From an optimization exercise on the open Yosys and OpenROAD flow, aimed at small area and a short achievable clock period; shortcuts taken in it are not production practice. The RTL was checked by simulation tests, not by an equivalence proof against the original design. Power figures rest on the tool's default switching activity, not on a simulated workload.

--- flow/design.v ---
`default_nettype none
package spq_pkg;
  localparam logic FUNC_ENQ = 1'b0;
  localparam logic FUNC_DEQ = 1'b1;
  localparam logic [1:0] STATUS_OK        = 2'd0;
  localparam logic [1:0] STATUS_DEQ_EMPTY = 2'd1;
  localparam logic [1:0] STATUS_ENQ_FULL  = 2'd2;
  localparam int unsigned PRIO_W  = 16;
  localparam int unsigned TAG_W   = 16;
  localparam int unsigned FILL_W  = 5;
  typedef struct packed {
    logic enq;
    logic deq;
  } spq_ctrl_t;
endpackage
`default_nettype wire
`default_nettype none
module spq_cmp16
(
  input  wire logic [15:0] a_n_i,
  input  wire logic [15:0] b_i,
  output logic             lt_o
);
  logic [15:0] lt0_n, gt0;
  logic [7:0]  lt1, gt1_n;
  logic [3:0]  lt2_n, gt2;
  logic [1:0]  lt3, gt3_n;
  logic        lt4_n, gt4;
  for (genvar k = 0; k < 16; k++) begin : g_l0
    spq_cmp_leaf u_leaf (.a_n_i(a_n_i[k]), .b_i(b_i[k]), .lt_n_o(lt0_n[k]), .gt_o(gt0[k]));
  end
  for (genvar k = 0; k < 8; k++) begin : g_l1
    spq_cmp_pos u_node (.lt_n_hi_i(lt0_n[2*k+1]), .gt_hi_i(gt0[2*k+1]),
                        .lt_n_lo_i(lt0_n[2*k]),   .gt_lo_i(gt0[2*k]),
                        .lt_o(lt1[k]), .gt_n_o(gt1_n[k]));
  end
  for (genvar k = 0; k < 4; k++) begin : g_l2
    spq_cmp_neg u_node (.lt_hi_i(lt1[2*k+1]), .gt_n_hi_i(gt1_n[2*k+1]),
                        .lt_lo_i(lt1[2*k]),   .gt_n_lo_i(gt1_n[2*k]),
                        .lt_n_o(lt2_n[k]), .gt_o(gt2[k]));
  end
  for (genvar k = 0; k < 2; k++) begin : g_l3
    spq_cmp_pos u_node (.lt_n_hi_i(lt2_n[2*k+1]), .gt_hi_i(gt2[2*k+1]),
                        .lt_n_lo_i(lt2_n[2*k]),   .gt_lo_i(gt2[2*k]),
                        .lt_o(lt3[k]), .gt_n_o(gt3_n[k]));
  end
  spq_cmp_neg u_root (.lt_hi_i(lt3[1]), .gt_n_hi_i(gt3_n[1]),
                      .lt_lo_i(lt3[0]), .gt_n_lo_i(gt3_n[0]),
                      .lt_n_o(lt4_n), .gt_o(gt4));
  assign lt_o = !lt4_n;
endmodule
module spq_cmp_leaf
(
  input  wire logic a_n_i,
  input  wire logic b_i,
  output logic      lt_n_o,
  output logic      gt_o
);
  assign lt_n_o = !(a_n_i && b_i);
  assign gt_o   = !(a_n_i || b_i);
endmodule
module spq_cmp_pos
(
  input  wire logic lt_n_hi_i,
  input  wire logic gt_hi_i,
  input  wire logic lt_n_lo_i,
  input  wire logic gt_lo_i,
  output logic      lt_o,
  output logic      gt_n_o
);
  assign lt_o   = !(lt_n_hi_i && (gt_hi_i || lt_n_lo_i));
  assign gt_n_o = !(gt_hi_i || (lt_n_hi_i && gt_lo_i));
endmodule
module spq_cmp_neg
(
  input  wire logic lt_hi_i,
  input  wire logic gt_n_hi_i,
  input  wire logic lt_lo_i,
  input  wire logic gt_n_lo_i,
  output logic      lt_n_o,
  output logic      gt_o
);
  assign lt_n_o = !(lt_hi_i || (gt_n_hi_i && lt_lo_i));
  assign gt_o   = !(gt_n_hi_i && (lt_hi_i || gt_n_lo_i));
endmodule
`default_nettype wire
`default_nettype none
module sorted_priority_queue_unit
#(
  parameter int unsigned DEPTH = 16
) (
  input  wire logic              clk_i,
  input  wire logic              rst_ni,
  input  wire logic              req_valid_i,
  output logic                   req_stall_o,
  input  wire logic              func_i,
  input  wire logic [spq_pkg::PRIO_W-1:0] priority_req_i,
  input  wire logic [spq_pkg::TAG_W-1:0]  item_tag_i,
  output logic                   rsp_valid_o,
  input  wire logic              rsp_stall_i,
  output logic                   out_valid_o,
  output logic [spq_pkg::PRIO_W-1:0]      out_priority_o,
  output logic [spq_pkg::TAG_W-1:0]       out_tag_o,
  output logic [1:0]             status_o,
  output logic [spq_pkg::FILL_W-1:0]      fill_count_o,
  output logic                   is_empty_o
);
  localparam int unsigned CNT_W = $clog2(DEPTH + 1);
  logic [CNT_W-1:0] count_q, count_d;
  logic             accept, full, empty, enq, deq, enq_ok, deq_ok;
  logic                       pend_enq_q, pend_deq_q, apply_deq;
  logic [spq_pkg::PRIO_W-1:0] pend_prio_q;
  logic [spq_pkg::TAG_W-1:0]  pend_tag_q;
  logic [DEPTH-1:0] occ_q, occ_d;
  logic [spq_pkg::PRIO_W-1:0] cell_prio_n [DEPTH];    
  logic [spq_pkg::TAG_W-1:0]  cell_tag  [DEPTH];
  logic [DEPTH+1:0]  ins_x;     
  logic [DEPTH+1:0]  lt_req_x;  
  logic              pend_lt_req;
  logic                   rsp_valid_q;
  logic                   res_valid_q;
  logic [1:0]             res_status_q, res_status_d;
  logic [spq_pkg::FILL_W-1:0]      res_fill_q;
  logic                   res_empty_q;
  logic [spq_pkg::PRIO_W-1:0]      res_prio_q;
  logic [spq_pkg::TAG_W-1:0]       res_tag_q;
  logic [spq_pkg::PRIO_W-1:0]      cell_prio_n_d [DEPTH];    
  logic [spq_pkg::TAG_W-1:0]       cell_tag_d    [DEPTH];
  assign req_stall_o = rsp_valid_q && rsp_stall_i;
  assign accept      = req_valid_i && !req_stall_o;
  assign enq         = accept && (func_i == spq_pkg::FUNC_ENQ);
  assign deq         = accept && (func_i == spq_pkg::FUNC_DEQ);
  assign full        = count_q[CNT_W-1];
  assign empty       = (count_q == '0);
  assign enq_ok      = enq && !full;
  assign deq_ok      = deq && !empty;
  assign apply_deq   = pend_deq_q;
  assign ins_x[0]          = 1'b0;
  assign ins_x[DEPTH+1]    = 1'b1;
  assign lt_req_x[0]       = 1'b0;
  assign lt_req_x[DEPTH+1] = 1'b0;
  spq_cmp16 u_pend_cmp (
    .a_n_i (~pend_prio_q),
    .b_i   (priority_req_i),
    .lt_o  (pend_lt_req)
  );
  for (genvar i = 0; i < DEPTH; i++) begin : g_cell
    logic [spq_pkg::PRIO_W-1:0] left_prio_n, right_prio_n;
    logic [spq_pkg::TAG_W-1:0]  left_tag, right_tag;
    logic ins_l, ins_c, lt_c;
    assign ins_x[i+1] = !occ_q[i] || lt_c;
    assign ins_l = ins_x[i];
    assign ins_c = ins_x[i+1];
    if (i == 0) begin : g_head
      assign left_prio_n = '1;
      assign left_tag  = '0;
    end else begin : g_body
      assign left_prio_n = cell_prio_n[i-1];
      assign left_tag  = cell_tag[i-1];
    end
    if (i == DEPTH - 1) begin : g_tail
      assign right_prio_n = '1;
      assign right_tag  = '0;
    end else begin : g_inner
      assign right_prio_n = cell_prio_n[i+1];
      assign right_tag  = cell_tag[i+1];
    end
    logic                       sel_keep, sel_left, sel_right, sel_new;
    logic [spq_pkg::PRIO_W-1:0] prio_n_q;
    logic [spq_pkg::TAG_W-1:0]  tag_q;
    logic                       lt_q;
    assign sel_keep  = !(pend_enq_q && ins_c) && !apply_deq;
    assign sel_left  = pend_enq_q && ins_l;
    assign sel_right = apply_deq;
    assign sel_new   = pend_enq_q && ins_c && !ins_l;
    assign cell_prio_n_d[i] = ({spq_pkg::PRIO_W{sel_keep}}  & prio_n_q)
                            | ({spq_pkg::PRIO_W{sel_left}}  & left_prio_n)
                            | ({spq_pkg::PRIO_W{sel_right}} & right_prio_n)
                            | ({spq_pkg::PRIO_W{sel_new}}   & ~pend_prio_q);
    assign cell_tag_d[i]    = ({spq_pkg::TAG_W{sel_keep}}   & tag_q)
                            | ({spq_pkg::TAG_W{sel_left}}   & left_tag)
                            | ({spq_pkg::TAG_W{sel_right}}  & right_tag)
                            | ({spq_pkg::TAG_W{sel_new}}    & pend_tag_q);
    spq_cmp16 u_cmp (
      .a_n_i (prio_n_q),
      .b_i   (priority_req_i),
      .lt_o  (lt_req_x[i+1])
    );
    always_ff @(posedge clk_i) begin
      prio_n_q <= cell_prio_n_d[i];
      tag_q    <= cell_tag_d[i];
      lt_q     <= (sel_keep  & lt_req_x[i+1])
                | (sel_left  & lt_req_x[i])
                | (sel_right & lt_req_x[i+2])
                | (sel_new   & pend_lt_req);
    end
    assign lt_c           = lt_q;
    assign cell_prio_n[i] = prio_n_q;
    assign cell_tag[i]    = tag_q;
  end
  always_comb begin
    occ_d = occ_q;
    if (pend_enq_q) begin
      occ_d = {occ_q[DEPTH-2:0], 1'b1};
    end else if (apply_deq) begin
      occ_d = {1'b0, occ_q[DEPTH-1:1]};
    end
  end
  always_ff @(posedge clk_i or negedge rst_ni) begin
    if (!rst_ni) begin
      occ_q      <= '0;
      pend_enq_q <= 1'b0;
      pend_deq_q <= 1'b0;
    end else begin
      occ_q      <= occ_d;
      pend_enq_q <= enq_ok;
      pend_deq_q <= deq_ok;
    end
  end
  always_ff @(posedge clk_i) begin
    pend_prio_q <= priority_req_i;
    pend_tag_q  <= item_tag_i;
  end
  logic [CNT_W-1:0] count_inc, count_dec;
  logic             empty_d;
  assign count_inc = count_q + 1'b1;
  assign count_dec = count_q - 1'b1;
  always_comb begin
    count_d = count_q;
    empty_d = empty;
    if (enq_ok) begin
      count_d = count_inc;
      empty_d = 1'b0;
    end else if (deq_ok) begin
      count_d = count_dec;
      empty_d = (count_q == CNT_W'(1));
    end
  end
  always_ff @(posedge clk_i or negedge rst_ni) begin
    if (!rst_ni) begin
      count_q <= '0;
    end else begin
      count_q <= count_d;
    end
  end
  always_comb begin
    res_status_d = spq_pkg::STATUS_OK;
    if (enq && full) begin
      res_status_d = spq_pkg::STATUS_ENQ_FULL;
    end else if (deq && empty) begin
      res_status_d = spq_pkg::STATUS_DEQ_EMPTY;
    end
  end
  always_ff @(posedge clk_i or negedge rst_ni) begin
    if (!rst_ni) begin
      rsp_valid_q <= 1'b0;
    end else if (accept) begin
      rsp_valid_q <= 1'b1;
    end else if (!rsp_stall_i) begin
      rsp_valid_q <= 1'b0;
    end
  end
  always_ff @(posedge clk_i) begin
    if (accept) begin
      res_valid_q  <= deq_ok;
      res_prio_q   <= deq_ok ? ~cell_prio_n_d[0] : '0;
      res_tag_q    <= deq_ok ? cell_tag_d[0] : '0;
      res_status_q <= res_status_d;
      res_fill_q   <= count_d;
      res_empty_q  <= empty_d;
    end
  end
  assign rsp_valid_o    = rsp_valid_q;
  assign out_valid_o    = res_valid_q;
  assign out_priority_o = res_prio_q;
  assign out_tag_o      = res_tag_q;
  assign status_o       = res_status_q;
  assign fill_count_o   = res_fill_q;
  assign is_empty_o     = res_empty_q;
endmodule
`default_nettype wire
--- flow/run.sh ---
#!/bin/bash
# synth_recipe.tcl (not shown) runs the flow's synth.tcl, then flattens the netlist and writes it again
# the make line also repeats each setting of config.mk as NAME=value (left out here)
make -C /OpenROAD-flow-scripts/flow DESIGN_CONFIG=/design/flow/config.mk WORK_HOME=/design/flow/orfs CLKGATE_MAP_FILE= SYNTH_SCRIPT=/design/flow/synth_recipe.tcl finish
--- flow/constraint.sdc ---
create_clock -name core_clock -period 3.6 [get_ports {clk_i}]
set_input_delay 0.7200 -clock core_clock [delete_from_list [all_inputs] [get_ports {clk_i}]]
set_output_delay 0.7200 -clock core_clock [all_outputs]
set_load 0.01 [all_outputs]
--- flow/config.mk ---
export PLATFORM = sky130hd
export DESIGN_NAME = sorted_priority_queue_unit
export DESIGN_NICKNAME = sorted_priority_queue_unit
export VERILOG_FILES = /design/flow/design.v
export SDC_FILE = /design/flow/constraint.sdc
export NUM_CORES = 4
export LEC_CHECK = 0
export CAP_MARGIN = 20
export CORE_MARGIN = 2
export CORE_UTILIZATION = 40
export CTS_BUF_LIST = sky130_fd_sc_hd__clkbuf_16
export CTS_CLUSTER_DIAMETER = 60
export CTS_CLUSTER_SIZE = 24
export PLACE_DENSITY = 0.75
export SETUP_SLACK_MARGIN = 1.75
export SLEW_MARGIN = 20
export SYNTH_HIERARCHICAL = 1
export SYNTH_MINIMUM_KEEP_SIZE = 0
==> summary.txt, run 1 <==
Among all stages on the critical path, the largest delay is contributed by sky130_fd_sc_hd__edfxtp_1. The tool flagged a number of max-cap violations equal to 0. The number of buffers added by the clock tree synthesis step is 45. The via count of the first global-routing pass is 26749. The net switching power came out at 10.3 mW. The clock period could shrink to 2.03 ns. For this run, the post-layout net count is 3495.

During I/O placement, the number of pins put on the boundary was 80. The internal power consumption is 15.6 mW. The library cell used most frequently in the layout, excluding fill and tap cells, is sky130_fd_sc_hd__nand2_1. The clock root buffer is sky130_fd_sc_hd__clkbuf_16. The tightest min-delay check is of the input pin to flip-flop type. The share of power burned in registers came out at 46.7%. The flow ran to the end and the layout has no timing, DRC or antenna violations.

Headroom to the max-slew limit came out at 40.0%. The instance count of the mapped netlist came out at 3446. After detailed routing, the total wire length is 101000 µm. The power per unit of standard cell area is 724 mW/mm².

The maximum ir drop on the vdd rail is 0.000467 V. The H-tree generated during clock tree synthesis spans 2 levels. The first-pass GRT wire length is 156000 µm.

The fraction of layout instances using a drive strength above 1 came out at 22.4%. Leaving out fill and tap cells, the most frequent cells in the layout are sky130_fd_sc_hd__nand2_1, sky130_fd_sc_hd__dfxtp_1, sky130_fd_sc_hd__a221o_1. The floorplan step defined a core boundary enclosing 0.0759 mm². The leakage power total is 12.7 nW. Setup violations remaining at the end of the flow were counted as 0. The die boundary width came out at 281 µm. STA classifies the critical path startpoint as a flip-flop.

The initial antenna violation count is 1. Detailed routing inserted a total of 28297 vias. TritonCTS built the clock tree. Setup repair after global routing could not meet its margin everywhere.

The maximum cell stage delay along the critical path is 0.49 ns. The final-layout setup total negative slack came out at 0 ns. From synthesis to final layout, the design area changed by 16.4%. The number of buffers inserted by port buffering is 79. The count of standard-cell rows is 101. Among cell families on the critical path, the largest total delay comes from flip-flops.

The combinational share of power is 31.4%. The total congestion overflow after global routing is 0. The count of nets left with antenna violations after detail routing came out at 0.

The synthesized netlist net count is 3487. The congestion estimate from routability-driven global placement came to 0.852. The clock sink count is 625. The data required time of the worst path is 2.88 ns. Of the total power, the clock network draws 21.8%. Clock-pin slew was measured on the worst setup and hold paths at 0.10 ns. The repair_antennas step left the layout with diodes totalling 0. The average instance area after synthesis is 8.90 µm². The post-route clock skew came out at 0.0227 ns. Dividing the detail-routed wire length by the instance count gives 22.2 µm.

The transition time of the tightest slew-check pin is 0.899 ns. The pin count of the biggest net entering global routing came out at 73. Yosys printed 11 warnings.

The insertion delay to the later sink of the worst-skew pair is 0.63 ns. Along the worst path, the maximum fanout reaches 1. The die span in y came out at 281 µm. In the routed layout, each cell is associated on average with a via count of 6.26.

The starting density of the core came out at 40.4%. The count of pins over their slew limit is 0. After legalization and detailed placement, the total HPWL measured 63500 µm.

The capturing element type of the critical path is an output port. The die area came out at 0.0789 mm². The switching share of total power came out at 39.7%. The worst setup path is of the flip-flop to output port kind. The total power draw came out at 25.8 mW. The final-report hold violation count is 0. The count of unresolved DRC violations after routing came out at 0. The detailed-router iteration count before antenna repair came out at 8. Derived from the worst setup path, the maximum achievable clock frequency is 0.493 GHz. The signal on the critical path passes through buf_2. The first routing iteration left 3278 violations. The share of the core filled with cells is 47.0%. In this run the deepest clock path goes through 3 buffers.

The synthesized netlist occupies a cell area of 0.0307 mm². At the worst endpoint, the arrival time is 1.31 ns. The global-route usage over all layers is 24.6%. The post-route clock period utilization is 56.4%. The count of buffer and inverter cells on the critical path came out at 1.
-- what timing repair did --
action,4_1_cts,5_1_grt
pin swaps,29,36
cloned,20,3
gates resized for setup,402,89
setup endpoints to repair,608,215
setup buffers,40,16
hold buffers,0,0
-- through the flow --
step | setup WS, ns | instances | hold slack (ns) | cell area, µm²
floorplan | 1.19 | 3446 | 0.424 | 31300
global placement | 0.626 | 4358 | 0.443 | 32500
detailed placement | 0.646 | 4358 | 0.450 | 32500
CTS | 1.53 | 4501 | 0.350 | 35200
global route | 1.55 | 4520 | 0.339 | 35700
finish | 1.57 | 4520 | 0.344 | 35700
-- routing by layer --
metal	global-route usage, %	part of all wire (%)	vias up
li1	-	-	13045
met1	33.5	42	13773
met2	40.1	46	1271
met3	2.69	7.4	208
met4	9.39	3.8	0
met5	0	0	-
-- cell type report --
class                   count  area, µm²
repair buffers            252       2720
fillers                  7011      40300
repair inverters            1       16.3
inverters                  55        224
flip-flops and latches    625      13100
multi-input cells        2474      16800
well taps                1030       1290
clock buffers              47       1180
clock inverters            36        418
-- state kept, by name, indices dropped and copies added (netlist names) --
| register | count |
|---|---|
| count_q | 5 |
| g_cell.lt_q | 16 |
| g_cell.prio_n_q | 256 |
| g_cell.tag_q | 256 |
| occ_q | 16 |
| pend_deq_q | 1 |
| pend_enq_q | 1 |
| pend_prio_q | 16 |
| pend_tag_q | 16 |
| res_empty_q | 1 |
| res_fill_q | 5 |
| res_prio_q | 16 |
| res_status_q | 2 |
| res_tag_q | 16 |
| res_valid_q | 1 |
| rsp_valid_q | 1 |
-- worst paths after layout --
check / depth (start not counted) / slack (ns) / to / startpoint
max: 1 / 1.57 / out_tag_o[12] / res_tag_q[12]
min: 1 / 0.34 / pend_prio_q[13] / priority_req_i[13]
max reg2reg: 8 / 1.64 / res_fill_q[2] / count_q[1]
min reg2reg: 2 / 0.47 / g_cell[1].tag_q[12] / g_cell[1].tag_q[12]
max in group asynchronous: 2 / 2.70 / pend_enq_q / rst_ni
min in group asynchronous: 2 / 0.52 / occ_q[13] / rst_ni
-- power by group through the flow --
stage / logic [mW] / registers (mW) / clock network [mW]
finish: 8.12 / 12.1 / 5.64
global route: 8.89 / 12.3 / 5.94
CTS: 7.79 / 12.0 / 5.68
detailed placement: 7.34 / 12.1 / 0
global placement: 7.11 / 12.1 / 0
floorplan: 5.94 / 11.1 / 0
==> run 2, diff against run 1 <==
--- a/flow/design.v
+++ b/flow/design.v
@@ -108,4 +108,5 @@
   localparam int unsigned CNT_W = $clog2(DEPTH + 1);
   logic [CNT_W-1:0] count_q, count_d;
+  logic             empty_q;    
   logic             accept, full, empty, enq, deq, enq_ok, deq_ok;
   logic                       pend_enq_q, pend_deq_q, apply_deq;
@@ -132,5 +133,5 @@
   assign deq         = accept && (func_i == spq_pkg::FUNC_DEQ);
   assign full        = count_q[CNT_W-1];
-  assign empty       = (count_q == '0);
+  assign empty       = empty_q;
   assign enq_ok      = enq && !full;
   assign deq_ok      = deq && !empty;
@@ -240,6 +241,8 @@
     if (!rst_ni) begin
       count_q <= '0;
+      empty_q <= 1'b1;
     end else begin
       count_q <= count_d;
+      empty_q <= empty_d;
     end
   end
==> summary.txt, run 2 <==
The max-cap violation count is 0. The total congestion overflow after global routing is 0. Combinational logic burns 30.8% of the power. The count of pins over their slew limit came to 0. The worst setup path is launched from an input pin.

The count of pins on the block boundary is 80. The count of filler cells inserted in the layout is 7052. The final worst-path setup slack came out at 1.61 ns. The detailed-router iteration count before antenna repair came out at 6.

The hold-fix buffer count after cts is 0. The final weighted congestion in routability-driven placement is 0.835. The power share of the clock group is 20.2%. The power per unit of standard cell area is 706 mW/mm². Setup repair after global routing could not meet its margin everywhere.

The launch instance of the worst register-to-register path is pend_prio_q[12]. The final net count came out at 3437. The die boundary width came out at 280 µm. The most common cell after layout, fill and taps aside is sky130_fd_sc_hd__nand2_1.

After floorplanning, the core was divided into 101 placement rows. Wires add up to 88200 µm. The clock sink count came out at 626. The maximum ir drop on the vdd rail is 0.000371 V.

The switching share of total power came out at 38.8%. The largest registers in the layout are g_cell.prio_n_q x256, g_cell.tag_q x256. Synthesis produced a netlist with a net count of 3501. The area of the placeable core came out at 0.0757 mm². The share of power burned in registers came out at 49.0%.

The arrival time at the worst endpoint is 2.49 ns. For the worst-skew pair, the clock arrives at the later sink with an insertion delay of 0.60 ns. The final-report hold violation count came out at 0.

The average instance area after synthesis is 8.79 µm². The post-layout instance area came out at 0.0344 mm². The critical path starts at priority_req_i[14]. Clock tree synthesis selected as its root buffer the cell sky130_fd_sc_hd__clkbuf_16. Setup violations remaining at the end of the flow were counted as 0.

In this run the remaining antenna-violating nets after routing total 0. The hold slack is 0.387 ns. The largest driver fanout on the critical path came out at 9. The fraction of layout instances using a drive strength above 1 is 18.9%.

For the final routed database, the setup TNS stands at 0 ns. The floorplan step set the die height to 280 µm. The via count of the routed design came out at 27266. The final critical path takes up 55.3% of the cycle. The estimated wirelength of the detail-placed design came out at 58700 µm. The number of levels the H-tree was split into came out at 2. The first global-routing pass estimated 142000 µm of wire. The number of buffers added by the clock tree synthesis step is 39.

Leaving out fill and tap cells, the most frequent cells in the layout are sky130_fd_sc_hd__nand2_1, sky130_fd_sc_hd__dfxtp_1, sky130_fd_sc_hd__a221o_1. The average wire length per cell after detail routing came out at 20.0 µm. Headroom to the max-slew limit came out at 47.7%.

The analysis attributes to cell leakage a power of 12.1 nW. The via density per instance came out at 6.19. The Yosys warning count came out at 11. The run finished with no timing, DRC or antenna violations. The number of diodes added for antenna fixing is 0. The TritonCTS clock tree is done. The number of buffers inserted by port buffering came out at 79. The capturing element type of the critical path is a flip-flop. The instance area at placement came out at 0.0323 mm².

The data required time of the worst path is 4.10 ns. The starting density of the core came out at 40.2%. After detailed placement, the design holds a cell count of 4300. No sink is reached through more buffers than the 3 on the longest clock path. The synthesis-to-finish area growth came out at 13.1%. The worst hold path begins at priority_req_i[15].

The critical path is of the input pin to flip-flop type. The count of unresolved DRC violations after routing came out at 0. The number of design-rule violations left by the first detailed-router iteration is 2617. The global-route usage over all layers is 21.8%. Before CTS, the worst setup slack after placement is 0.457 ns.

The clock period could shrink to 1.99 ns. The die area is 0.0783 mm². Clock-pin slew was measured on the worst setup and hold paths at 0.09 ns. The internal portion of the total power is 14.9 mW. The net switching power came out at 9.42 mW.

The reg2reg setup slack came out at 1.65 ns. Entering global routing, the biggest net connects 119 pins. The via count of the first global-routing pass is 25706.

The summed instance area of the synthesized netlist came out at 0.0304 mm². The achievable clock frequency came out at 0.502 GHz. The transition time of the tightest slew-check pin is 0.783 ns.

Synthesis produced 3461 cells. Across the routed clock network, the largest skew measured is 0.0283 ns. The initial antenna violation count is 1.

The worst min-delay path class is input pin to flip-flop. The number of cells in the finished layout apart from fillers came out at 4406.
## run 2: cell type report
type | instances | area [µm²] | share of cell area, %
multi-input cells | 2501 | 16600 | 48.3
clock buffers | 39 | 976 | 2.84
flip-flops and latches | 626 | 13100 | 38.1
repair buffers | 187 | 1990 | 5.80
repair inverters | 2 | 17.5 | 0.0509
clock inverters | 33 | 317 | 0.920
well taps | 978 | 1220 | 3.56
inverters | 40 | 179 | 0.520
## run 2: worst max-delay path, stage by stage
cell	delay (ns)
sky130_fd_sc_hd__buf_2	0.16
sky130_fd_sc_hd__bufbuf_16	0.29
sky130_fd_sc_hd__nor2_1	0.13
sky130_fd_sc_hd__a21oi_2	0.09
sky130_fd_sc_hd__a21oi_2	0.20
sky130_fd_sc_hd__o21ai_1	0.16
sky130_fd_sc_hd__a21oi_2	0.16
sky130_fd_sc_hd__inv_1	0.09
sky130_fd_sc_hd__a22o_1	0.23
sky130_fd_sc_hd__a221o_1	0.26
## run 2: path summary, 6_finish.rpt
check                                      to  cells past startpoint
max in group asynchronous             empty_q                      2
setup / recovery               g_cell[2].lt_q                     10
setup reg to reg               g_cell[1].lt_q                     10
min in group asynchronous          count_q[1]                      2
hold reg to reg            g_cell[1].tag_q[2]                      2
hold / removal                pend_prio_q[15]                      1
## run 2: per-layer routing
metal	GRT usage (%)	share of wire [%]
met3	2.35	6.1
met5	0	0
met2	35.3	46
met1	30.5	45
met4	6.97	2.6
## run 2: through the flow
stage | total power, mW | util, %
final | 24.3 | 45.5
after global routing | 25.7 | 45.5
after CTS | 24.2 | 45.4
after detailed placement | 19.1 | 42.7
after global placement | 18.7 | 42.6
after floorplan | 16.9 | -
## run 2: power groups by stage
stage                     clock [mW]  combinational, mW  sequential [mW]
after global routing            5.25               8.24             12.3
final                           4.91               7.48             11.9
after detailed placement           0               7.09             12.0
after CTS                       5.00               7.40             11.8
after floorplan                    0               5.79             11.1
after global placement             0               6.82             11.9
## run 2: repair_timing
item / CTS / global route
buffers inserted: 13 / 3
gates cloned: 17 / 1
gates resized for setup: 341 / 25
pin swaps: 10 / 10
setup endpoints to repair: 610 / 117
==> run 3, diff against run 2 <==
--- a/flow/config.mk
+++ b/flow/config.mk
@@ -13,5 +13,5 @@
 export CTS_CLUSTER_SIZE = 24
 export PLACE_DENSITY = 0.75
-export SETUP_SLACK_MARGIN = 1.75
+export SETUP_SLACK_MARGIN = 1.9
 export SLEW_MARGIN = 20
 export SYNTH_HIERARCHICAL = 1
==> summary.txt, run 3 <==
The run finished with no timing, DRC or antenna violations. Max-cap violations in this run came to 0. Dividing the detail-routed wire length by the instance count gives 21.2 µm. The clock slew seen by the registers of the worst setup and hold paths is 0.09 ns.

Based on the critical path, the design can be clocked at up to 0.495 GHz. The pin count of the biggest net entering global routing came out at 73. The share of the core filled with cells is 48.0%.

The top cell types in the final layout, fill and taps aside, are sky130_fd_sc_hd__nand2_1, sky130_fd_sc_hd__dfxtp_1, sky130_fd_sc_hd__a221o_1. The area of the placeable core came out at 0.0757 mm². The instance area at placement is 0.0324 mm². Setup repair after global routing could not meet its margin everywhere. TritonCTS built the clock tree.

The final-report hold violation count is 0. The Yosys warning count is 11. The count of unresolved DRC violations after routing came out at 0. The instance count of the mapped netlist is 3461. For the worst setup path, the data required time is 4.11 ns. The summed instance area of the synthesized netlist is 0.0304 mm². The maximum ir drop on the vdd rail is 0.000368 V. For this run the aggregate overflow at the end of global routing stands at 0.

In the global route stage, met3 resource usage came out at 2.78%. Across all layers, the routed design uses 28219 vias. The setup path with the least slack is of type flip-flop to flip-flop. The final worst-path setup slack came out at 1.58 ns. The hold-fix buffer count after cts came out at 0.

The post-place setup slack is 0.478 ns. After detailed routing, the number of vias per cell comes to 6.28. The largest registers in the layout are g_cell.prio_n_q x256, g_cell.tag_q x256. The first TritonRoute pass finished after 6 iterations. The leakage power total is 13.0 nW. The arrival time at the worst endpoint is 2.53 ns. The initialized floorplan defines 101 standard-cell rows. The post-route clock skew is 0.0422 ns. The worst hold path belongs to the class input pin to flip-flop. The most common cell after layout, fill and taps aside is sky130_fd_sc_hd__nand2_1.

The first global-routing pass estimated 145000 µm of wire. Setup violations remaining at the end of the flow were counted as 0. Pin placement for this block handled 80 I/O pins. The number of levels the H-tree was split into came out at 2. The number of buffers inserted by port buffering came out at 79. Once the floorplan was initialized, standard cells occupied 40.2% of the core.

The initial antenna violation count was 0. The met1 usage came out at 30.8%. The die boundary width came out at 280 µm. The tightest slew margin relative to the limit is 49.1%. The total routed wirelength came out at 95500 µm. The count of pins over their slew limit is 0. The HPWL after detailed placement is 58500 µm.

The transition time of the tightest slew-check pin is 0.763 ns. The via count of the first global-routing pass is 26034. With fillers left out, the area of the finished cells amounts to 0.0363 mm².

The insertion delay to the later sink of the worst-skew pair is 0.63 ns. The fraction of met2 tracks used by global routing came out at 36.4%. The maximum count of clock buffers along a single path is 3. For flop-to-flop paths, the worst setup slack is 1.58 ns.

For this block, the initial DRC count from the detailed router was 3154. The number of buffers added by the clock tree synthesis step came out at 43. The clock root buffer is sky130_fd_sc_hd__clkbuf_16.

The number of diodes added for antenna fixing is 0. The post-route clock period utilization came out at 56.1%. The worst setup path is captured at a flip-flop.

The die span in y is 280 µm. The final net count is 3525. The final-layout setup total negative slack came out at 0 ns. The synthesis-to-finish area growth came out at 19.3%. The clock sink count is 626.

Dividing the synthesized area by the synthesized cell count gives 8.79 µm². In this run the power density over the cells is 707 mW/mm². In this run the remaining antenna-violating nets after routing total 0. Across every metal layer, demand over resource in global routing totals 22.4%. The layer flagged by global routing as most heavily used is met2. The die covers 0.0783 mm². The fraction of layout instances using a drive strength above 1 came out at 22.3%. STA classifies the critical path startpoint as a flip-flop. The largest driver fanout on the critical path is 16. The synthesized netlist net count came out at 3501. The final weighted congestion in routability-driven placement is 0.840.

The clock period minus final worst setup slack came out at 2.02 ns.
[run 3: cell types whose count changed in the layout (fill, tap and decap cells not counted), moves of 14 or more]
| cell | before | now |
|---|---|---|
| sky130_fd_sc_hd__clkbuf_16 | 39 | 64 |
| sky130_fd_sc_hd__buf_12 | 16 | 40 |
| sky130_fd_sc_hd__buf_4 | 64 | 81 |
| sky130_fd_sc_hd__and2_4 | 7 | 22 |
| sky130_fd_sc_hd__and2_1 | 38 | 24 |
[run 3: final cells by class]
type	instances	area, µm²
Fill cell	6733	39400
Multi-Input combinational cell	2501	16800
Sequential cell	626	13100
Timing Repair Buffer	272	3490
Tap cell	978	1220
Clock buffer	46	1150
Clock inverter	33	353
Inverter	40	193
Timing Repair inverter	1	11.3
[run 3: what timing repair did]
item	in CTS	in global routing
setup endpoints to repair	613	382
pin swaps	57	47
gates cloned	24	21
setup buffers	40	22
gates resized for setup	393	86
[run 3: critical path: stages, from the launching register on]
cell and delay (ns):
sky130_fd_sc_hd__dfxtp_2 0.33, sky130_fd_sc_hd__buf_6 0.11, sky130_fd_sc_hd__inv_1 0.06, sky130_fd_sc_hd__nor2_2 0.13, sky130_fd_sc_hd__o21ai_1 0.09, sky130_fd_sc_hd__a21oi_2 0.17, sky130_fd_sc_hd__o21ai_2 0.11, sky130_fd_sc_hd__a21oi_4 0.23
sky130_fd_sc_hd__clkinvlp_4 0.14, sky130_fd_sc_hd__buf_12 0.16, sky130_fd_sc_hd__a222oi_1 0.28, sky130_fd_sc_hd__nand2_1 0.08
[run 3: routing by layer]
layer	up-vias	part of all wire [%]
met5	-	0
met4	0	3.5
met3	200	7.6
met2	1165	46
met1	13721	43
li1	13133	-
[run 3: final timing paths]
check                                    start                  end  cells past startpoint
setup reg to reg                pend_prio_q[3]       g_cell[1].lt_q                     11
setup / recovery                pend_prio_q[3]       g_cell[1].lt_q                     11
hold / removal               priority_req_i[7]       pend_prio_q[7]                      1
hold reg to reg            g_cell[1].tag_q[13]  g_cell[1].tag_q[13]                      2
max in group asynchronous               rst_ni              empty_q                      2
min in group asynchronous               rst_ni             occ_q[2]                      2
[run 3: power breakdown]
group	internal, mW	total [mW]	leakage (nW)	switching (mW)
sequential	9.28	12.0	5.33	2.71
clock	2.55	5.42	0.740	2.87
combinational	3.82	8.26	6.91	4.44
total	15.6	25.7	13.0	10.0
[run 3: through the flow]
step / hold WS (ns) / power, mW / std cells
after floorplan: 0.424 / 16.9 / 3461
after global placement: 0.442 / 18.8 / 4311
after detailed placement: 0.449 / 19.1 / 4311
after CTS: 0.337 / 25.0 / 4454
after global routing: 0.343 / 27.1 / 4497
final: 0.364 / 25.7 / 4497
==> run 4, diff against run 3 <==
--- a/flow/design.v
+++ b/flow/design.v
@@ -20,5 +20,5 @@
   input  wire logic [15:0] a_n_i,
   input  wire logic [15:0] b_i,
-  output logic             lt_o
+  output logic             lt_n_o    
 );
   logic [15:0] lt0_n, gt0;
@@ -48,5 +48,5 @@
                       .lt_lo_i(lt3[0]), .gt_n_lo_i(gt3_n[0]),
                       .lt_n_o(lt4_n), .gt_o(gt4));
-  assign lt_o = !lt4_n;
+  assign lt_n_o = lt4_n;
 endmodule
 module spq_cmp_leaf
@@ -117,6 +117,6 @@
   logic [spq_pkg::TAG_W-1:0]  cell_tag  [DEPTH];
   logic [DEPTH+1:0]  ins_x;     
-  logic [DEPTH+1:0]  lt_req_x;  
-  logic              pend_lt_req;
+  logic [DEPTH+1:0]  ge_req_x;  
+  logic [1:0]        pend_ge_req;  
   logic                   rsp_valid_q;
   logic                   res_valid_q;
@@ -139,11 +139,13 @@
   assign ins_x[0]          = 1'b0;
   assign ins_x[DEPTH+1]    = 1'b1;
-  assign lt_req_x[0]       = 1'b0;
-  assign lt_req_x[DEPTH+1] = 1'b0;
-  spq_cmp16 u_pend_cmp (
-    .a_n_i (~pend_prio_q),
-    .b_i   (priority_req_i),
-    .lt_o  (pend_lt_req)
-  );
+  assign ge_req_x[0]       = 1'b1;
+  assign ge_req_x[DEPTH+1] = 1'b1;
+  for (genvar c = 0; c < 2; c++) begin : g_pend_cmp
+    spq_cmp16 u_pend_cmp (
+      .a_n_i  (~pend_prio_q),
+      .b_i    (priority_req_i),
+      .lt_n_o (pend_ge_req[c])
+    );
+  end
   for (genvar i = 0; i < DEPTH; i++) begin : g_cell
     logic [spq_pkg::PRIO_W-1:0] left_prio_n, right_prio_n;
@@ -186,13 +188,13 @@
       .a_n_i (prio_n_q),
       .b_i   (priority_req_i),
-      .lt_o  (lt_req_x[i+1])
+      .lt_n_o (ge_req_x[i+1])
     );
     always_ff @(posedge clk_i) begin
       prio_n_q <= cell_prio_n_d[i];
       tag_q    <= cell_tag_d[i];
-      lt_q     <= (sel_keep  & lt_req_x[i+1])
-                | (sel_left  & lt_req_x[i])
-                | (sel_right & lt_req_x[i+2])
-                | (sel_new   & pend_lt_req);
+      lt_q     <= (sel_keep  & !ge_req_x[i+1])
+                | (sel_left  & !ge_req_x[i])
+                | (sel_right & !ge_req_x[i+2])
+                | (sel_new   & !pend_ge_req[i / (DEPTH / 2)]);
     end
     assign lt_c           = lt_q;
--- a/flow/config.mk
+++ b/flow/config.mk
@@ -13,5 +13,5 @@
 export CTS_CLUSTER_SIZE = 24
 export PLACE_DENSITY = 0.75
-export SETUP_SLACK_MARGIN = 1.9
+export SETUP_SLACK_MARGIN = 1.75
 export SLEW_MARGIN = 20
 export SYNTH_HIERARCHICAL = 1
==> summary.txt, run 4 <==
The estimated wirelength of the detail-placed design is 58800 µm. The number of diodes added for antenna fixing is 0. The power share of the clock group is 20.3%. The TritonCTS clock tree is done.

In this run the worst hold path is classified as input pin to flip-flop. Leaving out fill and tap cells, the most frequent cell in the layout is sky130_fd_sc_hd__nand2_1. Buffers placed on the I/O ports in this run total 79.

The die area came out at 0.0796 mm². The synthesis-to-finish area growth came out at 13.6%. The count of endpoints failing setup in the final report came out at 0. The Yosys step of the flow raised 11 warnings. The run finished with no timing, DRC or antenna violations.

The clock slew seen by the registers of the worst setup and hold paths is 0.09 ns. The final route contains 28126 vias. The cell with the largest stage delay on the worst path is sky130_fd_sc_hd__edfxtp_1.

The number of cells in the finished layout apart from fillers is 4542. The maximum ir drop on the vdd rail came out at 0.000689 V. The area of the placeable core came out at 0.0763 mm². The maximum count of clock buffers along a single path came out at 3. The hold slack came out at 0.455 ns. After detailed routing, the average wire length per cell comes to 20.2 µm.

On the worst path, the slowest cell contributes a delay of 0.45 ns. The initial antenna violation count came out at 0. Routability-driven placement finished with a final weighted congestion of 0.853. For this design, the CTS-stage hold fixing added 0 buffers. The final net count is 3519. The insertion delay to the later sink of the worst-skew pair came out at 0.62 ns. 80 I/O pins were placed. The total congestion overflow after global routing came out at 0. The via density per instance is 6.19. Once the floorplan was initialized, standard cells occupied 40.5% of the core. The count of standard-cell rows came out at 101.

The count of unresolved DRC violations after routing is 0. By startpoint and endpoint, the worst setup path is classified as flip-flop to output port. The clock period minus final worst setup slack is 1.96 ns.

The first global-routing pass estimated 145000 µm of wire. The total power draw is 24.5 mW. The number of levels the H-tree was split into came out at 2. The number of nets in the synthesized netlist is 3541. The post-route clock period utilization came out at 54.4%. The net switching power is 9.62 mW.

The number of design-rule violations left by the first detailed-router iteration is 3270. The detailed-router iteration count before antenna repair came out at 6. The tree is rooted in a sky130_fd_sc_hd__clkbuf_16. In the layout the commonest cells are sky130_fd_sc_hd__nand2_1, sky130_fd_sc_hd__dfxtp_1, sky130_fd_sc_hd__a221o_1. The achievable clock frequency is 0.511 GHz. The arrival time at the worst endpoint came out at 1.24 ns. The die is 282 µm tall. In the global route stage, overall resource usage came out at 22.0%.

The die boundary width came out at 282 µm. The post-route clock skew came out at 0.0277 ns. The tightest slew margin relative to the limit came out at 49.0%. The max-cap violation count came out at 0. Setup repair after global routing could not meet its margin everywhere. The combinational share of power is 31.5%. The total routed wirelength is 91500 µm. The kind of cell with the highest combined delay along the critical path is flip-flops.

In this run, placement finished with an instance count of 4405. The worst setup path is launched from a flip-flop. The final-layout setup total negative slack came out at 0 ns. The count of nets left with antenna violations after detail routing is 0.

The via count of the first global-routing pass is 26198. The largest registers in the layout are g_cell.prio_n_q x256, g_cell.tag_q x256. The number of buffers added by the clock tree synthesis step came out at 42. The final-report hold violation count came out at 0. Clock tree synthesis found a total of 626 sinks. The instance count of the mapped netlist is 3501. After synthesis, the mean cell area works out to 8.84 µm².

The pin count of the biggest net entering global routing came out at 90. Of the cells placed in the final design, the portion with a size suffix greater than 1 is 19.7%. The transition time of the tightest slew-check pin came out at 0.764 ns.

The leakage power total is 12.4 nW. The signal on the critical path passes through buf_2. Dividing total power by cell area gives a power density of 698 mW/mm². The share of the core filled with cells came out at 46.1%.

The summed instance area of the synthesized netlist came out at 0.0309 mm². The count of buffer and inverter cells on the critical path is 1. For the worst setup path, the data required time is 2.88 ns. Sequential cells account for 48.3% of the total power.

STA classifies the critical path endpoint as an output port. The largest driver fanout on the critical path came out at 1. The internal power consumption came out at 14.9 mW. The count of pins over their slew limit came out at 0.

The switching share of total power came out at 39.2%.
run 4: cell count changes in the layout (fill, tap and decap cells not counted), sizes merged, moves of 14 or more:
cell    previous run  this run
nor2             292       309
buf              220       174
clkbuf            65        47
a221o            253       267
a222oi            17         0
nand2            607       593
a21oi            249       268
run 4: final cells by class:
cell class	instances	area [µm²]
Clock inverter	35	264
Timing Repair inverter	1	8.76
Inverter	38	180
Fill cell	7245	41200
Timing Repair Buffer	215	2330
Clock buffer	42	1050
Multi-Input combinational cell	2555	17000
Tap cell	1030	1290
Sequential cell	626	13100
run 4: through the flow:
step	setup WS (ns)	area, µm²
floorplan	1.75	31000
global placement	0.599	32400
detailed placement	0.571	32400
CTS	1.60	34800
global route	1.61	35200
finish	1.64	35200
run 4: power by group through the flow:
| stage | sequential (mW) | clock [mW] | combinational [mW] |
|---|---|---|---|
| 6_report | 11.8 | 4.97 | 7.72 |
| 5_1_grt | 12.2 | 5.28 | 8.51 |
| 4_1_cts | 11.7 | 5.05 | 7.45 |
| 3_5_place_dp | 11.9 | 0 | 7.00 |
| 3_3_place_gp | 11.8 | 0 | 6.74 |
| 2_1_floorplan | 11.0 | 0 | 5.80 |
run 4: worst paths after layout:
path,cells after the start,slack (ns),end,from
worst max-delay path,1,1.64,out_tag_o[4],res_tag_q[4]
min in group asynchronous,2,0.46,count_q[3],rst_ni
worst min-delay path,1,0.45,pend_prio_q[4],priority_req_i[4]
worst min register to register,2,0.46,g_cell[15].tag_q[9],g_cell[14].tag_q[9]
worst max register to register,9,1.69,g_cell[13].lt_q,pend_prio_q[15]
max in group asynchronous,2,2.82,empty_q,rst_ni
run 4: layer usage:
metal	routed length [µm]	vias up	share of wire (%)	global-route usage, %
met5	0	-	0	0
met4	2810	0	3.1	7.00
met3	6620	171	7.2	2.72
met2	41000	1259	45	35.4
met1	41100	13497	45	30.8
li1	-	13199	-	-
run 4: repair_timing:
item                                    4_1_cts  5_1_grt
gates resized for setup                     412       79
pin swaps                                    40       23
setup buffers                                21       12
endpoints found under the setup margin      605      392
cloned                                       19        8
==> run 5, diff against run 4 <==
--- a/flow/config.mk
+++ b/flow/config.mk
@@ -12,5 +12,5 @@
 export CTS_CLUSTER_DIAMETER = 60
 export CTS_CLUSTER_SIZE = 24
-export PLACE_DENSITY = 0.75
+export PLACE_DENSITY = 0.85
 export SETUP_SLACK_MARGIN = 1.75
 export SLEW_MARGIN = 20
==> summary.txt, run 5 <==
The run finished with no timing, DRC or antenna violations. The arrival time at the worst endpoint is 1.23 ns. The maximum cell stage delay along the critical path came out at 0.40 ns. The hold-fix buffer count after cts is 0. The final layout contains 3532 nets. The worst-case IR drop observed on VDD is 0.000444 V. The max-cap violation count is 0. The final layout contains routed wiring with a total length of 96500 µm. The summed instance area of the synthesized netlist is 0.0309 mm². The most common cell after layout, fill and taps aside is sky130_fd_sc_hd__nand2_1. The post-route clock period utilization came out at 54.2%. The average instance area after synthesis came out at 8.84 µm². The estimated wirelength of the detail-placed design came out at 59500 µm.

Dividing the detail-routed wire length by the instance count gives 21.2 µm. The final-report hold violation count is 0. The detailed-router iteration count before antenna repair came out at 6. The capturing element type of the critical path is an output port.

The largest driver fanout on the critical path came out at 3. The die is 282 µm wide. The count of nets left with antenna violations after detail routing is 0. The worst reg2reg path depth is 6.

The synthesized netlist net count came out at 3541. The final-layout setup total negative slack is 0 ns. The total power draw came out at 25.2 mW.

The starting density of the core came out at 40.5%. Setup violations remaining at the end of the flow were counted as 0. The startpoint identified for the worst register-to-register timing path is pend_enq_q.

The die span in y came out at 282 µm. CTS placed an instance of sky130_fd_sc_hd__clkbuf_16 at the clock tree root. Between clock sinks in the finished design, the worst skew comes to 0.0302 ns. Following the worst setup path forward leads to its endpoint at req_stall_o. The min-delay analysis places its worst path in the category input pin to flip-flop.

The data required time of the worst path is 2.88 ns. In the post-route analysis, the smallest setup slack over all paths is 1.65 ns. The post-place setup slack came out at 0.499 ns. Headroom to the max-slew limit came out at 45.9%. The count of pins on the block boundary came out at 80. The die area came out at 0.0796 mm².

The area of the placeable core is 0.0763 mm². The cell with the largest stage delay on the worst path is sky130_fd_sc_hd__dfrtp_1. The analysis attributes to cell leakage a power of 12.6 nW. The count of pins over their slew limit is 0.

The via density per instance came out at 6.45. The worst hold path begins at priority_req_i[2]. The clock sink count is 626. The power per unit of standard cell area came out at 703 mW/mm². The via count of the first global-routing pass was 27475. In the final layout, the multi-input gates occupy 0.0173 mm². After floorplanning, the core was divided into 101 placement rows. The largest registers in the layout are g_cell.prio_n_q x256, g_cell.tag_q x256.

The instance count of the mapped netlist came out at 3501. The achievable clock frequency came out at 0.512 GHz. The setup check on the worst reg-to-reg path leaves a slack of 1.75 ns. Counting I/O delays and the setup requirement, the final critical path takes 1.95 ns. The number of levels the H-tree was split into is 2.

The launch point of the critical path is rsp_valid_q. The Yosys warning count is 11. In this run the critical register-to-register path is captured at res_tag_q[4]. The total congestion overflow after global routing is 0. The via count of the routed design came out at 29342. The clock slew seen by the registers of the worst setup and hold paths is 0.08 ns. Entering global routing, the biggest net connects 121 pins.

The insertion delay to the later sink of the worst-skew pair came out at 0.61 ns. The worst setup path is of the flip-flop to output port kind. The register area came out at 0.0131 mm². The area growth from synthesis to layout is 16.0%.

Setup repair after global routing could not meet its margin everywhere. The maximum count of clock buffers along a single path came out at 3. In the layout the commonest cells are sky130_fd_sc_hd__nand2_1, sky130_fd_sc_hd__dfxtp_1, sky130_fd_sc_hd__a221o_1. The first-pass GRT wire length is 149000 µm. The count of filler cells inserted in the layout is 6840. The number of design-rule violations left by the first detailed-router iteration came out at 4334. The number of diodes added for antenna fixing came out at 0. The initial antenna violation count is 1.

The critical path goes through nand2_2, inv_2, buf_6. The count of unresolved DRC violations after routing is 0. The type of element launching the critical path is a flip-flop. The fraction of layout instances using a drive strength above 1 is 22.7%. The TritonCTS clock tree is done. The global-route usage over all layers is 22.6%. The number of buffers added by the clock tree synthesis step came out at 40. The number of buffers inserted by port buffering came out at 79.

The final weighted congestion in routability-driven placement is 0.891. The transition time of the tightest slew-check pin is 0.811 ns.
## run 5: cell types whose count changed in the layout (fill, tap and decap cells not counted), moves of 17 or more
cell                      change
sky130_fd_sc_hd__nor2_1      -39
sky130_fd_sc_hd__buf_4       +17
sky130_fd_sc_hd__o21ai_1     -28
sky130_fd_sc_hd__o21ai_2     +27
sky130_fd_sc_hd__nor2_2      +22
sky130_fd_sc_hd__nor2_4      +17
## run 5: per-layer routing
metal / routed length (µm) / GRT usage (%) / vias to the layer above
li1: - / - / 13243
met1: 38800 / 29.9 / 14077
met2: 44200 / 36.7 / 1707
met3: 9220 / 3.58 / 313
met4: 4290 / 9.54 / 2
met5: 18 / 0 / -
## run 5: repair_timing
action	4_1_cts	5_1_grt
buffers inserted	34	7
gates resized for setup	430	204
gates cloned	24	7
pin swaps	53	82
endpoints found under the setup margin	605	415
## run 5: worst max-delay path, delay by kind of cell (launching register included)
kind	cells	cell delay, ns
flip-flops	1	0.40
buffers and inverters	2	0.15
AND/OR/NAND/NOR	1	0.09
## run 5: how the worst min path moves through the flow
stage	cells after the start	slack (ns)	endpoint
2_1_floorplan	0	0.42	count_q[0]
3_3_place_gp	2	0.45	g_cell[15].tag_q[1]
3_5_place_dp	2	0.45	g_cell[15].tag_q[5]
4_1_cts	1	0.39	pend_prio_q[2]
5_1_grt	1	0.35	pend_prio_q[2]
6_report	1	0.37	pend_prio_q[2]
## run 5: stage by stage
stage / instances / hold slack, ns / area [µm²] / utilization [%]
after CTS: 4538 / 0.387 / 35100 / 46.0
after global placement: 4408 / 0.446 / 32400 / 42.5
after global routing: 4552 / 0.353 / 35900 / 47.0
final: 4552 / 0.369 / 35900 / 47.0
after detailed placement: 4408 / 0.454 / 32400 / 42.5
after floorplan: 3501 / 0.424 / 31000 / -
## run 5: layout make-up
type / count / share of cell area, %
multi-input combinational: 2552 / 48.3
timing repair inverter: 2 / 0.0488
tap: 1030 / 3.59
inverter: 38 / 0.509
sequential: 626 / 36.5
clock buffer: 45 / 3.14
timing repair buffer: 232 / 7.22
clock inverter: 27 / 0.739
## run 5: power by group
| group | switching [mW] | internal, mW |
|---|---|---|
| sequential | 2.73 | 9.26 |
| clock | 2.68 | 2.49 |
| combinational | 4.54 | 3.54 |
| total | 9.95 | 15.3 |
==> run 6, diff against run 5 <==
--- a/flow/config.mk
+++ b/flow/config.mk
@@ -12,6 +12,6 @@
 export CTS_CLUSTER_DIAMETER = 60
 export CTS_CLUSTER_SIZE = 24
-export PLACE_DENSITY = 0.85
-export SETUP_SLACK_MARGIN = 1.75
+export PLACE_DENSITY = 0.75
+export SETUP_SLACK_MARGIN = 1.85
 export SLEW_MARGIN = 20
 export SYNTH_HIERARCHICAL = 1
==> summary.txt, run 6 <==
The share of the core filled with cells came out at 51.0%. The final weighted congestion in routability-driven placement came out at 0.846. The count of endpoints failing setup in the final report came out at 0. The synthesized netlist net count is 3541. For this run, the total global-route usage over all layers was measured as 23.3%. The average wire length per cell after detail routing came out at 23.4 µm. TritonCTS built the clock tree.

The via density per instance is 6.52. The hold slack came out at 0.394 ns. The initial antenna violation count is 1. The final worst-path setup slack came out at 1.60 ns. The count of nets left with antenna violations after detail routing is 0. The final-report hold violation count was 0.

The achievable clock frequency came out at 0.500 GHz. The die boundary width is 282 µm. The post-place setup slack came out at 0.461 ns. The cell depth of the worst hold path came out at 1.

The Yosys warning count is 11. The number of buffers added by the clock tree synthesis step is 42. At the pin with the least slew margin, the transition time is 0.837 ns.

The power per unit of standard cell area came out at 687 mW/mm². The instance count of the mapped netlist is 3501. The endpoint of the lowest-slack register-to-register path is g_cell[8].prio_n_q[1].

The final net count is 3671. Leaving out fill and tap cells, the most frequent cell in the layout is sky130_fd_sc_hd__dfxtp_1. The fraction of layout instances using a drive strength above 1 is 28.7%. Averaged over all synthesized cells, the footprint is 8.84 µm².

Data on the critical path arrives at its endpoint at 2.53 ns. Max-cap violations in this run came to 0. The largest driver fanout on the critical path is 9. The summed instance area of the synthesized netlist is 0.0309 mm². The count of standard-cell rows came out at 101.

The critical path is of the input pin to flip-flop type. STA classifies the critical path endpoint as a flip-flop. The layout has 6564 filler cells. The pin count of the biggest net entering global routing is 73. STA classifies the critical path startpoint as an input pin. The count of unresolved DRC violations after routing came out at 0. The total power draw came out at 26.8 mW. The clock slew seen by the registers of the worst setup and hold paths came out at 0.10 ns. At the later pin of the worst-skew pair, clock insertion delay measures 0.63 ns. The die area came out at 0.0796 mm². For the worst flop-to-flop path, the logic depth is 9. The estimated wirelength of the detail-placed design is 60100 µm. The tightest slew margin relative to the limit is 44.1%.

The via count of the routed design is 30596. The total routed wirelength is 110000 µm. The count of pins on the block boundary is 80.

In this run, the number of DRC markers left after iteration 0 of detailed routing was 3895. In this run the critical register-to-register path is launched from pend_enq_q. The data required time of the worst path came out at 4.13 ns.

Leaving out fill and tap cells, the most frequent cells in the layout are sky130_fd_sc_hd__dfxtp_1, sky130_fd_sc_hd__nand2_1, sky130_fd_sc_hd__a221o_1. The area of the placeable core came out at 0.0763 mm². The maximum ir drop on the vdd rail came out at 0.000395 V.

For hold timing, the worst endpoint is pend_prio_q[15]. The worst hold path begins at priority_req_i[15]. The detailed-router iteration count before antenna repair came out at 8. The number of levels the H-tree was split into is 2. The starting density of the core came out at 40.5%.

The run finished with no timing, DRC or antenna violations. The first-pass GRT wire length came out at 152000 µm. The total congestion overflow after global routing came out at 0. The leakage power total came out at 13.9 nW. The via count of the first global-routing pass came to 26994. The clock sink count came out at 626. The clock passes through at most 3 buffers.

Setup repair after global routing could not meet its margin everywhere. The clock period minus final worst setup slack is 2.00 ns. CTS placed an instance of sky130_fd_sc_hd__clkbuf_16 at the clock tree root. The die span in y is 282 µm. The number of buffers inserted by port buffering came out at 79. In the final layout, the registers with the most flip-flops are g_cell.prio_n_q x256, g_cell.tag_q x256. The area growth from synthesis to layout is 25.7%.

Across all register-to-register paths, the minimum setup slack is 1.61 ns. The worst min-delay path class is input pin to flip-flop. In the final timing run, aggregate negative setup slack is 0 ns. The count of pins over their slew limit came out at 0. For the final database, setup skew stands at 0.0317 ns. After layout, the worst path uses 55.6% of the clock period.
==> run 6: cell types whose count changed in the layout (fill, tap and decap cells not counted), moves of 14 or more <==
| cell | delta |
|---|---|
| sky130_fd_sc_hd__buf_12 | +25 |
| sky130_fd_sc_hd__a22oi_1 | -38 |
| sky130_fd_sc_hd__and2_4 | +20 |
| sky130_fd_sc_hd__a22oi_2 | +38 |
| sky130_fd_sc_hd__clkbuf_16 | +25 |
| sky130_fd_sc_hd__nand2_1 | -53 |
| sky130_fd_sc_hd__nand2_4 | +16 |
| sky130_fd_sc_hd__buf_16 | +14 |
| sky130_fd_sc_hd__buf_8 | +14 |
| sky130_fd_sc_hd__buf_6 | +60 |
| sky130_fd_sc_hd__nand2_2 | +35 |
==> run 6: worst max-delay path by stage <==
| stage | startpoint | to | slack (ns) | cells after the start |
|---|---|---|---|---|
| 6_report | priority_req_i[0] | g_cell[9].lt_q | 1.60 | 10 |
| 5_1_grt | priority_req_i[5] | g_cell[9].lt_q | 1.58 | 10 |
| 4_1_cts | rsp_valid_q | req_stall_o | 1.62 | 3 |
| 3_3_place_gp | priority_req_i[1] | g_cell[6].lt_q | 0.53 | 8 |
| 2_1_floorplan | pend_prio_q[15] | g_cell[8].lt_q | 1.80 | 10 |
| 3_5_place_dp | priority_req_i[7] | g_cell[4].lt_q | 0.46 | 8 |
==> run 6: per-stage QoR <==
stage                     cell area, µm²  cells
after floorplan                    31200   3501
after global placement             32500   4402
after global routing               38900   4696
after CTS                          36100   4571
after detailed placement           32600   4403
final                              38900   4696
==> run 6: layout make-up <==
| cell class | count | area [µm²] | area share, % |
|---|---|---|---|
| clock buffers | 46 | 1150 | 2.96 |
| well taps | 1030 | 1290 | 3.31 |
| repair buffers | 352 | 4720 | 12.1 |
| flip-flops and latches | 626 | 13100 | 33.7 |
| repair inverters | 1 | 8.76 | 0.0225 |
| diodes | 1 | 2.50 | 0.00643 |
| clock inverters | 32 | 350 | 0.900 |
| multi-input cells | 2570 | 18100 | 46.5 |
| inverters | 38 | 193 | 0.495 |
==> run 6: where the power goes <==
group / internal, mW / switching [mW] / leakage [nW]
clock network: 2.53 / 2.85 / 0.741
logic: 4.21 / 5.06 / 7.79
registers: 9.27 / 2.82 / 5.32
total: 16.0 / 10.7 / 13.9
==> run 6: layer usage <==
layer	global-route usage (%)	up-vias	routed length (µm)
met2	36.9	1930	49700
met5	0	-	0
met1	32.0	14632	42300
met3	3.38	456	10600
met4	9.32	0	7290
li1	-	13578	-
==> run 6: critical path, stage by stage <==
cell                        delay, ns
sky130_fd_sc_hd__buf_2           0.16
sky130_fd_sc_hd__bufbuf_16       0.30
sky130_fd_sc_hd__nand2_1         0.09
sky130_fd_sc_hd__o21ai_1         0.09
sky130_fd_sc_hd__a21oi_2         0.20
sky130_fd_sc_hd__o21ai_2         0.10
sky130_fd_sc_hd__a21oi_2         0.34
sky130_fd_sc_hd__buf_4           0.19
sky130_fd_sc_hd__o22ai_1         0.06
sky130_fd_sc_hd__a221o_1         0.26
==> run 6: what timing repair did <==
item	4_1_cts	5_1_grt
endpoints found under the hold margin	0	0
cloned	36	61
endpoints found under the setup margin	607	463
gates resized for setup	516	390
setup buffers	54	63
hold buffers	0	0
pin swaps	53	189
==> run 7, diff against run 6 <==
--- a/flow/config.mk
+++ b/flow/config.mk
@@ -13,5 +13,5 @@
 export CTS_CLUSTER_SIZE = 24
 export PLACE_DENSITY = 0.75
-export SETUP_SLACK_MARGIN = 1.85
+export SETUP_SLACK_MARGIN = 1.65
 export SLEW_MARGIN = 20
 export SYNTH_HIERARCHICAL = 1
==> summary.txt, run 7 <==
The tightest slew margin relative to the limit is 48.7%. The starting density of the core came out at 40.5%. The clock root buffer is sky130_fd_sc_hd__clkbuf_16. The instance area at placement came out at 0.0323 mm². The Yosys warning count came out at 11. The count of standard-cell rows came out at 101.

The hold-fix buffer count after cts is 0. Synthesis produced 3501 cells. The count of nets left with antenna violations after detail routing came out at 0. The critical path contains buffers and inverters numbering 2 combined. The die boundary width came out at 282 µm. The largest driver fanout on the critical path is 2. The flow ran to the end and the layout has no timing, DRC or antenna violations. The max-cap violation count came out at 0. The synthesized netlist net count is 3541. The first-pass GRT wire length is 144000 µm. Among all stages on the critical path, the largest delay is contributed by sky130_fd_sc_hd__dfrtp_1. The total routed wirelength came out at 92600 µm. No sink is reached through more buffers than the 3 on the longest clock path. The transition time of the tightest slew-check pin came out at 0.769 ns.

The number of diodes added for antenna fixing came out at 0. TritonCTS built the clock tree. The arrival time at the worst endpoint came out at 1.23 ns.

The clock period minus final worst setup slack came out at 1.95 ns. The final-layout setup total negative slack is 0 ns. The number of levels the H-tree was split into is 2. Cells with a size suffix above 1 make up 18.2% of the layout.

The final weighted congestion in routability-driven placement came out at 0.855. The clock sink count is 626. The die area came out at 0.0796 mm². VDD sags by at most 0.000500 V. Traced cell by cell, the critical path runs through nand2_2, inv_1, buf_2. The synthesis-to-finish area growth is 13.0%. The number of design-rule violations left by the first detailed-router iteration is 3177. The detailed-router iteration count before antenna repair came out at 9. The library cell used most frequently in the layout, excluding fill and tap cells, is sky130_fd_sc_hd__nand2_1.

The insertion delay to the later sink of the worst-skew pair is 0.61 ns. Setup slack on the critical path of the routed design comes to 1.65 ns. The tightest min-delay check is of the flip-flop to flip-flop type. The largest registers in the layout are g_cell.prio_n_q x256, g_cell.tag_q x256. The via count of the routed design is 28154. The critical path is of the flip-flop to output port type.

The pin count of the biggest net entering global routing came out at 79. OpenSTA, run right after detailed placement, puts the worst setup slack at 0.475 ns. The via density per instance is 6.22. For the final database, setup skew stands at 0.0278 ns. The post-route clock period utilization came out at 54.1%.

The average wire length per cell after detail routing came out at 20.5 µm. The power per unit of standard cell area is 711 mW/mm². The via count of the first global-routing pass is 26062.

The final-report hold violation count was 0. The average instance area after synthesis came out at 8.84 µm². The net count of the finished layout is 3503.

Port buffering added 79 buffers. The total congestion overflow after global routing came out at 0. The global-route usage over all layers came out at 22.0%. The estimated wirelength of the detail-placed design came out at 60200 µm. The count of pins over their slew limit came out at 0. Data on the critical path is required at its endpoint by 2.88 ns. 80 I/O pins were placed. Once layout is done, the placed cells without fillers occupy 0.0350 mm². STA classifies the critical path startpoint as a flip-flop.

The core region is 0.0763 mm². Summed over all cells, the static leakage comes to 12.2 nW. The initial antenna violation count is 0. The number of buffers added by the clock tree synthesis step is 42. The capturing element type of the critical path is an output port.

Setup repair after global routing could not meet its margin everywhere. The synthesized netlist occupies a cell area of 0.0309 mm². In the layout the commonest cells are sky130_fd_sc_hd__nand2_1, sky130_fd_sc_hd__dfxtp_1, sky130_fd_sc_hd__a221o_1. For this run, design rule violations remaining after detail routing come to 0. The achievable clock frequency is 0.513 GHz. The count of endpoints failing setup in the final report came out at 0. The clock slew seen by the registers of the worst setup and hold paths is 0.09 ns.

The maximum cell stage delay along the critical path is 0.40 ns. In this run the vertical extent of the chip is 282 µm. The cell family contributing the most delay on the critical path is flip-flops.
run 7: what timing repair did:
item / 4_1_cts / 5_1_grt
resized for setup: 313 / 92
buffers inserted: 18 / 9
setup endpoints to repair: 586 / 148
pin swaps: 24 / 24
cloned: 13 / 7
run 7: power by group:
group          switching, mW  internal, mW
Sequential              2.64          9.26
Combinational           4.25          3.35
Clock                   2.75          2.60
run 7: area by class of cell:
cell class | instances | area [µm²]
flip-flops and latches | 626 | 13100
multi-input cells | 2550 | 16800
fillers | 7223 | 41400
clock inverters | 32 | 348
inverters | 38 | 165
repair buffers | 205 | 2160
well taps | 1030 | 1290
clock buffers | 45 | 1130
run 7: worst paths after layout:
path | start | to | slack [ns] | cells after the start
setup / recovery | rsp_valid_q | req_stall_o | 1.65 | 3
hold / removal | g_cell[14].tag_q[1] | g_cell[15].tag_q[1] | 0.46 | 2
setup reg to reg | pend_deq_q | g_cell[15].tag_q[11] | 1.70 | 5
hold reg to reg | g_cell[14].tag_q[1] | g_cell[15].tag_q[1] | 0.46 | 2
max in group asynchronous | rst_ni | empty_q | 2.80 | 2
min in group asynchronous | rst_ni | occ_q[8] | 0.49 | 2
run 7: metal layers:
layer  vias up  global-route usage, %  wire length (µm)
met5         -                      0                 0
li1      13174                      -                 -
met4         0                   7.72              2900
met2      1306                   35.8             41900
met3       174                   2.66              7320
met1     13500                   30.0             40500
run 7: worst min-delay path: cells and delay by family, from the launching register on:
family	cells	cell delay [ns]
DFF	1	0.33
and+or+nand+nor	2	0.10
run 7: metrics by stage:
| step | hold WS [ns] | std cells | utilization [%] | power, mW |
|---|---|---|---|---|
| floorplan | 0.424 | 3501 | - | 16.8 |
| global placement | 0.448 | 4401 | 42.4 | 18.6 |
| detailed placement | 0.455 | 4402 | 42.4 | 19.0 |
| CTS | 0.459 | 4510 | 45.3 | 24.5 |
| global route | 0.464 | 4526 | 45.8 | 26.2 |
| finish | 0.461 | 4526 | 45.8 | 24.9 |
==> run 8, diff against run 7 <==
--- a/flow/config.mk
+++ b/flow/config.mk
@@ -13,5 +13,5 @@
 export CTS_CLUSTER_SIZE = 24
 export PLACE_DENSITY = 0.75
-export SETUP_SLACK_MARGIN = 1.65
+export SETUP_SLACK_MARGIN = 1.7
 export SLEW_MARGIN = 20
 export SYNTH_HIERARCHICAL = 1
==> summary.txt, run 8 <==
For this run, the slowest stage of the critical path takes 0.40 ns. The total congestion overflow after global routing came out at 0. The area of the placeable core came out at 0.0763 mm². Counting both buffers and inverters, the worst setup path holds a total of 2. The detailed-router iteration count before antenna repair came out at 7. The total routed wirelength is 92600 µm. The reg2reg setup slack is 1.70 ns.

The synthesized netlist net count came out at 3541. The die covers 0.0796 mm². The leakage power total is 12.1 nW. The run finished with no timing, DRC or antenna violations. The Yosys warning count came out at 11. The hold-fix buffer count after cts is 0. The number of buffers added by the clock tree synthesis step is 40. The initial antenna violation count came out at 0.

The worst setup path is captured at an output port. The max-cap violation count came out at 0. The count of standard-cell rows is 101. Of the cells placed in the final design, the portion with a size suffix greater than 1 is 18.4%. Data on the critical path arrives at its endpoint at 1.25 ns.

At the pin with the least slew margin, the transition time is 0.788 ns. The critical path is of the flip-flop to output port type. The average instance area after synthesis came out at 8.84 µm². The largest registers in the layout are g_cell.prio_n_q x256, g_cell.tag_q x256.

Setup repair after global routing could not meet its margin everywhere. Summed over all nets, the half-perimeter wirelength after detailed placement is 60800 µm. In the layout the commonest cells are sky130_fd_sc_hd__nand2_1, sky130_fd_sc_hd__dfxtp_1, sky130_fd_sc_hd__a221o_1. The combinational share of power came out at 30.9%. Routability-driven placement finished with a final weighted congestion of 0.864. The die span in y came out at 282 µm.

Dividing total power by cell area gives a power density of 705 mW/mm². The pin count of the biggest net entering global routing came out at 81. The worst reg2reg path depth is 4.

The clock root buffer is sky130_fd_sc_hd__clkbuf_16. The via count of the first global-routing pass was 25839. The count of pins on the block boundary is 80. The number of diodes added for antenna fixing is 0. In this run the tightest slew margin relative to its limit is 47.5%. In the synthesized netlist, the number of instances is 3501. The count of filler cells inserted in the layout is 7284. The number of buffers inserted by port buffering came out at 79. The total instance count after detailed placement is 4406. The count of unresolved DRC violations after routing came out at 0. Relative to the synthesized area, the layout overhead comes to 11.5%. The cell depth of the worst hold path is 1. The starting density of the core is 40.5%. The first global-routing pass estimated 144000 µm of wire. The count of endpoints failing setup in the final report came out at 0. For hold timing, the worst endpoint is pend_prio_q[11]. TritonCTS built the clock tree. The worst-case IR drop observed on VDD is 0.000384 V. On the critical path the largest part of the delay comes from flip-flops. The share of power burned in registers is 48.8%. Cell internal power was estimated by the tool at 14.8 mW. In this run the worst hold path is classified as input pin to flip-flop. The data required time of the worst path came out at 2.88 ns.

The library cell used most frequently in the layout, excluding fill and tap cells, is sky130_fd_sc_hd__nand2_1. The die boundary width is 282 µm. The largest driver fanout on the critical path came out at 3.

The switching share of total power came out at 39.1%. The global-route usage over all layers is 21.8%. The count of nets left with antenna violations after detail routing is 0. The maximum count of clock buffers along a single path is 3. Leaving out filler cells and counting taps, the final layout contains 4520.

The worst register-to-register path begins at pend_enq_q. The number of levels the H-tree was split into came out at 2. Per report_power, the clock group accounts for 20.2% of the total.

The clock period minus final worst setup slack is 1.97 ns. The summed instance area of the synthesized netlist is 0.0309 mm². The average wire length per cell after detail routing came out at 20.5 µm.

The signal on the critical path passes through nand2_2, inv_1, buf_2.
[run 8: routing by layer]
metal	track usage (%)	up-vias	share of wire (%)	routed length, µm
met5	0	-	0	0
met4	6.62	0	2.8	2640
met3	2.75	174	8.4	7800
met2	35.1	1340	45	41700
met1	30.6	13556	44	40500
li1	-	13188	-	-
[run 8: final cells by class]
cell class	count	area [µm²]	area share, %
clock buffer	41	1030	2.97
sequential	626	13100	37.9
timing repair buffer	201	1930	5.58
clock inverter	32	270	0.783
inverter	38	168	0.486
tap	1030	1290	3.73
timing repair inverter	2	16.3	0.0471
multi-input combinational	2550	16700	48.5
[run 8: worst max-delay path by stage]
| stage | start | endpoint | cells past startpoint |
|---|---|---|---|
| finish | rsp_valid_q | req_stall_o | 3 |
| global route | rsp_valid_q | req_stall_o | 3 |
| CTS | rsp_valid_q | req_stall_o | 3 |
| detailed placement | priority_req_i[12] | g_cell[13].lt_q | 9 |
| global placement | priority_req_i[12] | g_cell[9].lt_q | 9 |
| floorplan | pend_prio_q[14] | g_cell[6].lt_q | 10 |
[run 8: per-stage QoR]
stage	total power, mW	setup slack (ns)	util, %	hold WS (ns)	cell area (µm²)
after floorplan	16.8	1.70	-	0.424	31000
after global placement	18.6	0.479	42.4	0.447	32300
after detailed placement	19.0	0.424	42.4	0.457	32400
after CTS	24.0	1.58	44.6	0.446	34000
after global routing	25.7	1.59	45.2	0.376	34500
final	24.3	1.63	45.2	0.384	34500
[run 8: what timing repair did]
item,in CTS,in global routing
cloned,8,12
resized for setup,313,95
pin swaps,21,24
setup endpoints to repair,612,175
buffers inserted,12,9
[run 8: power groups by stage]
stage                     sequential [mW]  clock [mW]  combinational [mW]
after floorplan                      11.0           0                5.79
after global placement               11.8           0                6.80
after detailed placement             11.9           0                7.05
after CTS                            11.7        4.97                7.25
after global routing                 12.2        5.20                8.29
final                                11.9        4.92                7.52

Re-timed with assumed drivers on the ports (clkbuf_16 on the clock, buf_2 on other inputs), run 8 has 1.565 ns of setup slack against 1.630 ns with ideal ports, and 1.100 ns once port delays also move by the mid clock arrival of 0.661 ns.
